This is an optimization exercise on Yosys and OpenROAD, whose aim is small area, a short achievable clock period and few clock cycles per item, not a production implementation. RTL that was checked went through simulation tests only; none was proved equivalent to the original.

// point_in_polygon_crossing_test
module point_in_polygon_crossing_test #(
    parameter int COORD_BITS  = pip_pkg::COORD_BITS_DEFAULT,
    parameter int QUEUE_DEPTH = pip_pkg::QUEUE_DEPTH_DEFAULT
) (
    input  logic                  i_clk,
    input  logic                  i_rst_n,
    input  logic                  i_cfg_we,
    input  logic                  i_cfg_idx,
    input  logic [COORD_BITS-1:0] i_cfg_data,
    input  logic                  i_valid,
    output logic                  o_ready,
    input  logic [COORD_BITS-1:0] i_vertex_x,
    input  logic [COORD_BITS-1:0] i_vertex_y,
    input  logic                  i_last_vertex,
    output logic                  o_valid,
    input  logic                  i_ready,
    output logic                  o_inside_res
);
    localparam int OWE_BITS = $clog2(QUEUE_DEPTH + 1);
    logic [COORD_BITS-1:0] r_query_x;
    logic [COORD_BITS-1:0] r_query_y;
    logic                  r_ready;
    logic                  accept;
    logic                  r_open;
    logic [OWE_BITS-1:0]   r_owed;
    logic [OWE_BITS-1:0]   n_owed;
    logic                  pop;
    logic                  r_skid_v;
  ...
Settings: LEC_CHECK=0, CAP_MARGIN=20, CORE_MARGIN=2, CORE_UTILIZATION=40, SETUP_SLACK_MARGIN=5, SLEW_MARGIN=20; clock period 10.0 ns.
run.sh (not shown) runs the stock make flow with config.mk's settings and CLKGATE_MAP_FILE= SYNTH_SCRIPT=/design/flow/synth_recipe.tcl, a recipe that flattens the netlist after the stock synthesis.
The baseline passed the timing, DRC and antenna checks.
Next try:
Settings changed: SETUP_SLACK_MARGIN 5 to 3.
Hold slack hardly moves.
Sequential cell count stays the same.
Count of clock-buffer cells in the layout does not change.
Wire length is lower by 6.8%.
Function was not checked in any run of this note: the RTL went through the layout flow alone.

---

Setup of build 51:
point_in_polygon_crossing_test, a different RTL version from the one above (not shown whole).
For scale: about 2,300 cells after synthesis, about 58 I/O pins, ~0.020 mm2 of cells after synthesis.
Design point_in_polygon_crossing_test, start of the top module:
module point_in_polygon_crossing_test #(
    parameter int COORD_BITS  = pip_pkg::COORD_BITS_DEFAULT,
    parameter int QUEUE_DEPTH = pip_pkg::QUEUE_DEPTH_DEFAULT
) (
    input  logic                  i_clk,
    input  logic                  i_rst_n,
    input  logic                  i_cfg_we,
    input  logic                  i_cfg_idx,
    input  logic [COORD_BITS-1:0] i_cfg_data,
    input  logic                  i_valid,
    output logic                  o_ready,
    input  logic [COORD_BITS-1:0] i_vertex_x,
    input  logic [COORD_BITS-1:0] i_vertex_y,
    input  logic                  i_last_vertex,
    output logic                  o_valid,
    input  logic                  i_ready,
    output logic                  o_inside_res
);
    localparam int OWE_BITS = $clog2(QUEUE_DEPTH + 1);
    logic [COORD_BITS-1:0] r_query_x;
    logic [COORD_BITS-1:0] r_query_y;
    logic                  hold;
    logic                  r_ready;
    logic                  accept;
    logic                  r_open;
    logic [OWE_BITS-1:0]   r_owed;
    logic [OWE_BITS-1:0]   n_owed;
    logic                  pop;
    pip_pkg::t_mag         f_mag;
    logic                  r_in_v;
    pip_pkg::t_mag         r_in;
    logic                  r_in_first;
    logic                  r_in_last;
    pip_pkg::t_vtx         in_vtx;
    logic                  r_cur_v;
    logic                  r_cur_first;
    logic                  r_cur_last;
    pip_pkg::t_vtx         r_cur;
    pip_pkg::t_vtx         r_prev;
    logic                  r_prev_first;
    pip_pkg::t_vtx         r_first;
    logic                  r_close;
    pip_pkg::t_vtx         e_p2;
    logic                  edge_en;
    logic                  e_dec;
    logic                  e_toggle;
    logic                  e_t_gt;
    logic                  e_t_lt;
    logic                  e_t_eq;
    logic                  e_p1;
    logic                  e_m1;
    logic                  e_inx_p;
    logic                  e_inx_q;
    logic [12:0]           e_xs;
    logic [12:0]           e_ys;
    logic                  r2_v;
    logic                  r2_close;
    logic                  r2_dec;
  ...
==> flow/config.mk <==
export PLATFORM = sky130hd
export DESIGN_NAME = point_in_polygon_crossing_test
export DESIGN_NICKNAME = point_in_polygon_crossing_test
export VERILOG_FILES = /design/flow/design.v
export SDC_FILE = /design/flow/constraint.sdc
export NUM_CORES = 4
export LEC_CHECK = 0
export ABC_AREA = 1
export CAP_MARGIN = 20
export CORE_MARGIN = 2
export CORE_UTILIZATION = 40
export SLEW_MARGIN = 20
export SETUP_SLACK_MARGIN = 6.2
==> flow/constraint.sdc <==
create_clock -name core_clock -period 10.0 [get_ports {i_clk}]
set_input_delay 2.0000 -clock core_clock [delete_from_list [all_inputs] [get_ports {i_clk}]]
set_output_delay 2.0000 -clock core_clock [all_outputs]
set_load 0.01 [all_outputs]
standard.sh (not shown) runs the stock make flow with config.mk's settings and CLKGATE_MAP_FILE= SYNTH_SCRIPT=/design/flow/synth_recipe.tcl, a recipe that flattens the netlist after the stock synthesis.
==> flow/flow/run.sh <==
#!/bin/bash
set -e
CFG=${FLOW_CONFIG:-config.mk}
MARGIN=$(cat flow/margin.txt)
grep -v '^export SETUP_SLACK_MARGIN' "$CFG" > config.mk.new
echo "export SETUP_SLACK_MARGIN = ${MARGIN}" >> config.mk.new
cat config.mk.new > "$CFG"
bash standard.sh > standard.log 2>&1
==> flow/flow/margin.txt <==
6.2
Build 51: no failed stages, no open violations at the end
Testbench counts of build 51, summed over its fixed seeds: cycles 15,713, vertices 14,293.
Relative to build 51, the following input files were edited for build 74:
# build 51
export LEC_CHECK = 0
export ABC_AREA = 1
export CAP_MARGIN = 20
export CORE_MARGIN = 2
export CORE_UTILIZATION = 40
export SLEW_MARGIN = 20
export SETUP_SLACK_MARGIN = 6.2
create_clock -name core_clock -period 10.0 [get_ports {i_clk}]
# build 74
export LEC_CHECK = 0
export ABC_AREA = 1
export CAP_MARGIN = 20
export CORE_MARGIN = 2
export CORE_UTILIZATION = 60
export SLEW_MARGIN = 20
export SETUP_SLACK_MARGIN = 5.9
create_clock -name core_clock -period 10.0 [get_ports {i_clk}]
==> flow/flow/margin.txt <==
5.9
[summary]
- Every run (build 51 and build 74) finished clean.
- Lower fraction of area in registers among build 51 and build 74: build 51
- In the tables for build 51 and build 74, part of the cycle the worst path needs reads lower with build 74.
- Going from build 51 to build 74, cell area after layout shrank by 0.0012 mm2, global-route met1 utilization higher, worst-case hold slack saw little to no change.
- Relative to build 51, the final period demand of the worst path of build 74 is lower by 0.025 ns.
For build 8, these inputs were changed with respect to build 74:
# build 74
export LEC_CHECK = 0
export ABC_AREA = 1
export CAP_MARGIN = 20
export CORE_MARGIN = 2
export CORE_UTILIZATION = 60
export SLEW_MARGIN = 20
export SETUP_SLACK_MARGIN = 5.9
create_clock -name core_clock -period 10.0 [get_ports {i_clk}]
# build 8
export LEC_CHECK = 0
export ABC_AREA = 1
export CAP_MARGIN = 20
export CORE_MARGIN = 2
export CORE_UTILIZATION = 40
export CTS_BUF_LIST = sky130_fd_sc_hd__clkbuf_4 sky130_fd_sc_hd__clkbuf_8
export SETUP_SLACK_MARGIN = 5
export SLEW_MARGIN = 20
create_clock -name core_clock -period 10.0 [get_ports {i_clk}]
==> flow/run.sh (new file) <==
#!/bin/bash
# synth_recipe.tcl (not shown) runs the flow's synth.tcl, then flattens the netlist and writes it again
# the make line also repeats each setting of config.mk as NAME=value (left out here)
make -C /OpenROAD-flow-scripts/flow DESIGN_CONFIG=/design/flow/config.mk WORK_HOME=/design/flow/orfs CLKGATE_MAP_FILE= SYNTH_SCRIPT=/design/flow/synth_recipe.tcl finish
removed: flow/flow/run.sh
removed: flow/flow/margin.txt
removed: flow/standard.sh
==> summary.txt <==
Comparing build 74 and build 8, the lower die area is on build 74.
Measured slew at the worst slew-check pin up 0.21 ns in build 8 wrt build 74
Build 8 vs. build 74: post-route core utilization went down 26 points; sequential share of cell area shows an increase of 1.4 points; number of buffers added by the clock tree synthesis step has increased.
Build 8 — number of logic inverters in the finished layout 3 lower, build 74 as reference
On total detailed-routing wirelength: build 8 sits below build 74.
Between build 74 and build 8, final weighted congestion in routability-driven placement is lower for build 74, build 8 comes in above that.
[inputs] build 90 vs build 8
# build 8
export LEC_CHECK = 0
export ABC_AREA = 1
export CAP_MARGIN = 20
export CORE_MARGIN = 2
export CORE_UTILIZATION = 40
export CTS_BUF_LIST = sky130_fd_sc_hd__clkbuf_4 sky130_fd_sc_hd__clkbuf_8
export SETUP_SLACK_MARGIN = 5
export SLEW_MARGIN = 20
create_clock -name core_clock -period 10.0 [get_ports {i_clk}]
# build 90
export LEC_CHECK = 0
export ABC_AREA = 1
export CAP_MARGIN = 20
export CORE_MARGIN = 2
export CORE_UTILIZATION = 40
export SLEW_MARGIN = 20
export SETUP_SLACK_MARGIN = 5.6
create_clock -name core_clock -period 10.0 [get_ports {i_clk}]
==> flow/flow/run.sh (new file) <==
#!/bin/bash
set -e
CFG=${FLOW_CONFIG:-config.mk}
MARGIN=$(cat flow/margin.txt)
grep -v '^export SETUP_SLACK_MARGIN' "$CFG" > config.mk.new
echo "export SETUP_SLACK_MARGIN = ${MARGIN}" >> config.mk.new
cat config.mk.new > "$CFG"
bash standard.sh > standard.log 2>&1
==> flow/flow/margin.txt (new file) <==
5.6
==> flow/standard.sh (new file) <==
#!/bin/bash
# synth_recipe.tcl (not shown) runs the flow's synth.tcl, then flattens the netlist and writes it again
# the make line also repeats each setting of config.mk as NAME=value (left out here)
make -C /OpenROAD-flow-scripts/flow DESIGN_CONFIG=/design/flow/config.mk WORK_HOME=/design/flow/orfs CLKGATE_MAP_FILE= SYNTH_SCRIPT=/design/flow/synth_recipe.tcl "${@:-finish}"
removed: flow/run.sh
Findings:
- Between build 90 and build 8, setup slack is lower for build 8, build 90 comes in above that.
- Summary of build 90 over build 8: total of plain and repair buffers excluding clock buffers shows an increase of 8.3%, wire length of the first global-routing pass shows a reduction of 0.81%, remaining max-slew budget at the tightest pin shows an increase of 15 points.
- Per the comparison of build 90 with build 8, all-layer global routing usage about even; count of multi-input combinational gates has remained practically unchanged; synthesis-to-layout area growth grew by 1.8 points; core utilization grew by 0.73 points.

afterwards: timing with drivers on the ports:
Ports are ideal in the flow. The routed layouts listed here were re-timed in OpenROAD.
Step 1 (the two cells are an assumption about what drives the block):
set clk [get_ports {i_clk}]
set_driving_cell -lib_cell sky130_fd_sc_hd__clkbuf_16 $clk
set_driving_cell -lib_cell sky130_fd_sc_hd__buf_2 [delete_from_list [all_inputs] $clk]
Step 2, shift: input delay + t, output delay - t, t = (earliest + latest rising clock arrival at the registers) / 2. This alone moves slack from input paths to output paths.
Three values: ideal ports, drivers, drivers and shift; two values: the first two.
run	t, ns	setup slack, ns	latest minus earliest clock arrival (ns)
the first run of note 1	0.619	1.834 / 1.834 / 1.834	0.022 / 0.021
the second run of note 1	0.609	1.858 / 1.858 / 1.858	0.011 / 0.011
build 51	0.592	5.843 / 5.843 / 5.761	0.016 / 0.016
build 74	0.571	5.868 / 5.868 / 5.426	0.024 / 0.024
build 8	0.680	5.358 / 5.358 / 4.813	0.047 / 0.047
build 90	0.599	5.765 / 5.797 / 5.198	0.028 / 0.028
After both steps every run listed still meets setup and hold. The setup slack of build 90, which loses most, moves by +0.032 ns with the drivers and by -0.567 ns with both steps.
